This is an optimization exercise on Yosys and OpenROAD, whose aim is small area and a short achievable clock period, not a production implementation.
Power and IR drop assume default switching activity.

==> flow/design.v (excerpt) <==
module logic_probe_trigger #(
    parameter int WIDTH = 128,
    parameter int CNTW  = 16
) (
    input  logic                  clock,
    input  logic                  reset,
    input  logic                  arm,
    input  logic [WIDTH-1:0]      channels,
    input  logic [WIDTH-1:0]      match_mask,
    input  logic [WIDTH-1:0]      match_value,
    input  logic [WIDTH-1:0]      edge_mask,
    input  logic [CNTW-1:0]       occurrences,
    input  logic [CNTW-1:0]       delay,
    input  logic [CNTW-1:0]       sample_div,
    output logic [WIDTH-1:0]      channels_out,
    output logic                  trigger,
    output logic                  sample,
    output logic [1:0]            status
);
For scale: about 2100 cells after synthesis, about 730 flip-flops.
==> flow/config.mk <==
export PLATFORM = sky130hd
export DESIGN_NAME = logic_probe_trigger
export DESIGN_NICKNAME = logic_probe_trigger
export VERILOG_FILES = /design/flow/design.v
export SDC_FILE = /design/flow/constraint.sdc
export NUM_CORES = 4
export LEC_CHECK = 0
export CAP_MARGIN = 20
export CORE_MARGIN = 2
export CORE_UTILIZATION = 72
export CTS_CLUSTER_DIAMETER = 80
export CTS_CLUSTER_SIZE = 30
export SETUP_SLACK_MARGIN = 1.7
export SLEW_MARGIN = 20
export SYNTH_HIERARCHICAL = 1
==> flow/constraint.sdc <==
create_clock -name core_clock -period 3.5 [get_ports {clock}]
set_input_delay 0.7000 -clock core_clock [delete_from_list [all_inputs] [get_ports {clock}]]
set_output_delay 0.7000 -clock core_clock [all_outputs]
set_load 0.01 [all_outputs]
standard.sh (not shown) runs the stock make flow with config.mk's settings and CLKGATE_MAP_FILE= SYNTH_SCRIPT=/design/flow/synth_recipe.tcl, a recipe that flattens the netlist after the stock synthesis.
==> flow/flow/run.sh <==
#!/bin/bash
# Standard layout, with plain buffers (buf_1) on the ports instead of the default delay buffers,
# and ABC told that gate outputs drive a light load (so that it does not pick x4 cells for the
# small single-gate modules of the design).
set -euo pipefail
bash standard.sh "BUFFER_PORTS_ARGS=-buffer_cell sky130_fd_sc_hd__buf_1" "ABC_LOAD_IN_FF=1" finish > standard_make.log 2>&1
The starting point went through all stages and came out clean.
Edit:
CTS_CLUSTER_DIAMETER = 50   (was 80)
CTS_CLUSTER_SIZE = 20   (was 30)
SETUP_SLACK_MARGIN = 1.6   (was 1.7)
What happened: Wire length drops by 3.3%; register-to-register slack improved by 80 ps; clock power climbs by 37%.
Edit:
CTS_CLUSTER_DIAMETER = 80   (was 50)
CTS_CLUSTER_SIZE = 30   (was 20)
SETUP_SLACK_MARGIN = 1.5   (was 1.6)
After rerunning:
- count of clock-buffer cells in the layout goes down by 23
- flip-flop and latch count is unchanged
- wire length is lower by 3.4%
- utilization drops by 2.2 points
- setup slack got worse by 74 ps
- global-route usage goes down by 1.3 points
Function was not checked in any run of this note: the RTL went through the layout flow alone.

* * *

== alpha ==
logic_probe_trigger, a different RTL version from the one above (not shown whole).
Size: about 2200 cells after synthesis, about 730 flip-flops.
==> flow/config.mk <==
export PLATFORM = sky130hd
export DESIGN_NAME = logic_probe_trigger
export DESIGN_NICKNAME = logic_probe_trigger
export VERILOG_FILES = /design/flow/design.v
export SDC_FILE = /design/flow/constraint.sdc
export NUM_CORES = 4
export LEC_CHECK = 0
export CAP_MARGIN = 20
export CORE_MARGIN = 2
export CORE_UTILIZATION = 72
export CTS_CLUSTER_DIAMETER = 80
export CTS_CLUSTER_SIZE = 30
export SETUP_SLACK_MARGIN = 1.7
export SLEW_MARGIN = 60
export SYNTH_HIERARCHICAL = 1
==> flow/constraint.sdc <==
create_clock -name core_clock -period 3.5 [get_ports {clock}]
set_input_delay 0.7000 -clock core_clock [delete_from_list [all_inputs] [get_ports {clock}]]
set_output_delay 0.7000 -clock core_clock [all_outputs]
set_load 0.01 [all_outputs]
==> flow/flow/run.sh <==
#!/bin/bash
# Standard layout, with plain buffers (buf_1) on the ports instead of the default delay buffers,
# ABC told that gate outputs drive a light load (so that it does not pick x4 cells for the small
# single-gate modules of the design), and timing repair free to resize cells across footprints.
set -euo pipefail
bash standard.sh "BUFFER_PORTS_ARGS=-buffer_cell sky130_fd_sc_hd__buf_1" "ABC_LOAD_IN_FF=1" "MATCH_CELL_FOOTPRINT=0" finish > standard_make.log 2>&1
--- input diff alpha..beta ---
# alpha
export LEC_CHECK = 0
export CAP_MARGIN = 20
export CORE_MARGIN = 2
export CORE_UTILIZATION = 72
export CTS_CLUSTER_DIAMETER = 80
export CTS_CLUSTER_SIZE = 30
export SETUP_SLACK_MARGIN = 1.7
export SLEW_MARGIN = 60
export SYNTH_HIERARCHICAL = 1
create_clock -name core_clock -period 3.5 [get_ports {clock}]
# beta
export LEC_CHECK = 0
export CAP_MARGIN = 20
export CORE_MARGIN = 2
export CORE_UTILIZATION = 76
export CTS_CLUSTER_DIAMETER = 80
export CTS_CLUSTER_SIZE = 30
export SETUP_SLACK_MARGIN = 1.7
export SLEW_MARGIN = 60
export SYNTH_HIERARCHICAL = 1
create_clock -name core_clock -period 3.5 [get_ports {clock}]
Results
- Status: beta FAILED at 3_2_place_iop (tool error)
- Reported for alpha and beta, register bit count reported by yosys turned out identical to the last digit.
- alpha -> beta: post-synthesis share of cell area spent on xor and xnor gates flat
- beta -> alpha: async set-reset flop share out of synthesis flat
- Initial standard-cell utilization of the core, alpha and beta: smaller value in alpha
- Y dimension of the die, alpha and beta, higher one = alpha.
- Diff alpha -> beta: number of cells produced by synthesis stayed essentially flat; die span in x -2.6%; netlist area before placement now sits at about the same level; number of standard-cell rows in the floorplan fell by 2; compound-cell area share of the yosys netlist has remained practically unchanged.
- Post-synthesis simple-gate area fraction came out exactly the same in alpha and beta.
No run of this note included a check of the RTL's function; only the layout flow was run.

* * *

The RTL this note starts from:
==> flow/design.v <==
module logic_probe_trigger #(
    parameter int WIDTH = 128,
    parameter int CNTW  = 16
) (
    input  logic                  clock,
    input  logic                  reset,
    input  logic                  arm,
    input  logic [WIDTH-1:0]      channels,
    input  logic [WIDTH-1:0]      match_mask,
    input  logic [WIDTH-1:0]      match_value,
    input  logic [WIDTH-1:0]      edge_mask,
    input  logic [CNTW-1:0]       occurrences,
    input  logic [CNTW-1:0]       delay,
    input  logic [CNTW-1:0]       sample_div,
    output logic [WIDTH-1:0]      channels_out,
    output logic                  trigger,
    output logic                  sample,
    output logic [1:0]            status
);
    localparam logic [1:0] IDLE  = 2'd0;
    localparam logic [1:0] ARMED = 2'd1;
    localparam logic [1:0] DELAY = 2'd2;
    localparam logic [1:0] FIRED = 2'd3;
    logic [1:0]       state_q;
    logic [WIDTH-1:0] ch_q;
    logic [WIDTH-1:0] chout_q;
    logic             rst_q;
    logic [WIDTH-1:0] mask_q;
    logic [WIDTH-1:0] value_q;
    logic [WIDTH-1:0] edge_q;
    logic [CNTW-1:0]  occ_cnt_q;
    logic             occ_dec_q;
    logic [CNTW-1:0]  dly_cnt_q;
    logic [CNTW-1:0]  div_cnt_q;
    logic             trigger_q;
    logic             sample_q;
    logic [WIDTH-1:0] bit_ok_s;
    logic             match_s;
    logic             arm_ok_s;
    logic             clr_s;
    logic             more_s;
    logic [1:0]       hit_state_s;
    logic [1:0]       idle_state_s;
    logic             count_s;
    always_comb begin
        bit_ok_s = ~mask_q | (~(ch_q ^ value_q) & (~edge_q | (chout_q ^ value_q)));
        match_s  = &bit_ok_s;
        arm_ok_s = arm && (state_q != FIRED);
        clr_s    = reset | rst_q;
        more_s   = occ_dec_q ? (|occ_cnt_q[CNTW-1:2] | &occ_cnt_q[1:0]) : |occ_cnt_q[CNTW-1:1];
        count_s  = (state_q == ARMED) && !arm_ok_s;
        if (arm_ok_s) begin
            idle_state_s = ARMED;
            hit_state_s  = ARMED;
        end else if (state_q == ARMED) begin
            idle_state_s = ARMED;
            hit_state_s  = more_s ? ARMED : ((dly_cnt_q == {CNTW{1'b0}}) ? FIRED : DELAY);
        end else if (state_q == DELAY && ~|dly_cnt_q[CNTW-1:1]) begin
            idle_state_s = FIRED;
            hit_state_s  = FIRED;
        end else begin
            idle_state_s = state_q;
            hit_state_s  = state_q;
        end
    end
    always_ff @(posedge clock) begin
        ch_q    <= channels;
        rst_q   <= reset;
        chout_q <= clr_s ? {WIDTH{1'b0}} : ch_q;
    end
    always_ff @(posedge clock) begin
        if (arm_ok_s) begin
            mask_q  <= match_mask;
            value_q <= match_value;
            edge_q  <= edge_mask;
        end
    end
    always_ff @(posedge clock) begin
        occ_dec_q <= count_s && match_s && more_s;
        if (arm_ok_s) begin
            occ_cnt_q <= (occurrences == {CNTW{1'b0}}) ? {{(CNTW-1){1'b0}}, 1'b1} : occurrences;
        end else if (occ_dec_q) begin
            occ_cnt_q <= occ_cnt_q - {{(CNTW-1){1'b0}}, 1'b1};
        end
    end
    always_ff @(posedge clock) begin
        if (arm_ok_s) begin
            dly_cnt_q <= delay;
        end else if (state_q == DELAY) begin
            dly_cnt_q <= dly_cnt_q - {{(CNTW-1){1'b0}}, 1'b1};
        end
    end
    always_ff @(posedge clock) begin
        if (reset) begin
            state_q   <= IDLE;
            trigger_q <= 1'b0;
        end else if (match_s) begin
            state_q   <= hit_state_s;
            trigger_q <= (hit_state_s == FIRED);
        end else begin
            state_q   <= idle_state_s;
            trigger_q <= (idle_state_s == FIRED);
        end
    end
    always_ff @(posedge clock) begin
        if (reset) begin
            div_cnt_q <= {CNTW{1'b0}};
            sample_q  <= 1'b0;
        end else if (div_cnt_q == {CNTW{1'b0}}) begin
            div_cnt_q <= sample_div;
            sample_q  <= 1'b1;
        end else begin
            div_cnt_q <= div_cnt_q - {{(CNTW-1){1'b0}}, 1'b1};
            sample_q  <= 1'b0;
        end
    end
    assign channels_out = chout_q;
    assign trigger      = trigger_q;
    assign sample       = sample_q;
    assign status       = state_q;
endmodule
clock: 3.5 ns
lec_check: 0
cap_margin: 20
core_margin: 2
core_utilization: 40
slew_margin: 20
==> flow/flow/run.sh <==
#!/bin/bash
# Standard layout, with plain buffers (buf_1) on the ports instead of the default delay buffers.
set -euo pipefail
bash standard.sh "BUFFER_PORTS_ARGS=-buffer_cell sky130_fd_sc_hd__buf_1" finish > standard_make.log 2>&1
Rerun with:
--- a/flow/config.mk
+++ b/flow/config.mk
@@ -8,4 +8,5 @@
 export CAP_MARGIN = 20
 export CORE_MARGIN = 2
-export CORE_UTILIZATION = 40
+export CORE_UTILIZATION = 60
+export SETUP_SLACK_MARGIN = 1.9
 export SLEW_MARGIN = 20
Result: Global-route usage grows by 13 points; synthesized cell count is unchanged; setup slack improves by 0.52 ns; non-clock buffer count rises by 30; first-iteration DRC count came out higher by 50%; critical path depth drops by 1; count of clock-buffer cells in the layout went down by 6.
Function was not checked in any run of this note: the RTL went through the layout flow alone.

[re-timing with driven ports]
No port has a modelled driver above. Below, the same layouts with a new extraction and two added sets of constraints. Step 1 assumes that a clkbuf_16 drives the clock port and a buf_2 every other input. Step 2 times the ports against the registers' clock, not the clock port: input delays grow and output delays shrink by t, the midpoint of the rising clock arrivals with the driver on. a / b / c = ideal / step 1 / step 2; a / b = the first two.
run	t (ns)	setup WS [ns]	worst setup path at the end	worst slew at a driven data input, ns	cell pins on the clock port's net
the first run of note 1	0.666	1.543 / 1.543 / 0.945	input to register	0.17	1
the second run of note 1	0.647	1.588 / 1.567 / 0.939	input to register	0.17	1
the third run of note 1	0.649	1.514 / 1.486 / 0.874	input to register	0.16	1
alpha	0.671	1.634 / 1.635 / 0.980	input to register	0.15	1
the first run of note 3	0.665	0.487 / 0.487 / 0.487	register to register	0.11	1
the second run of note 3	0.650	1.003 / 1.003 / 1.003	register to register	0.16	1
After both steps setup and hold are still met in every run listed. The setup slack of alpha, which loses most, moves by +0.001 ns with the drivers and by -0.654 ns with both steps.
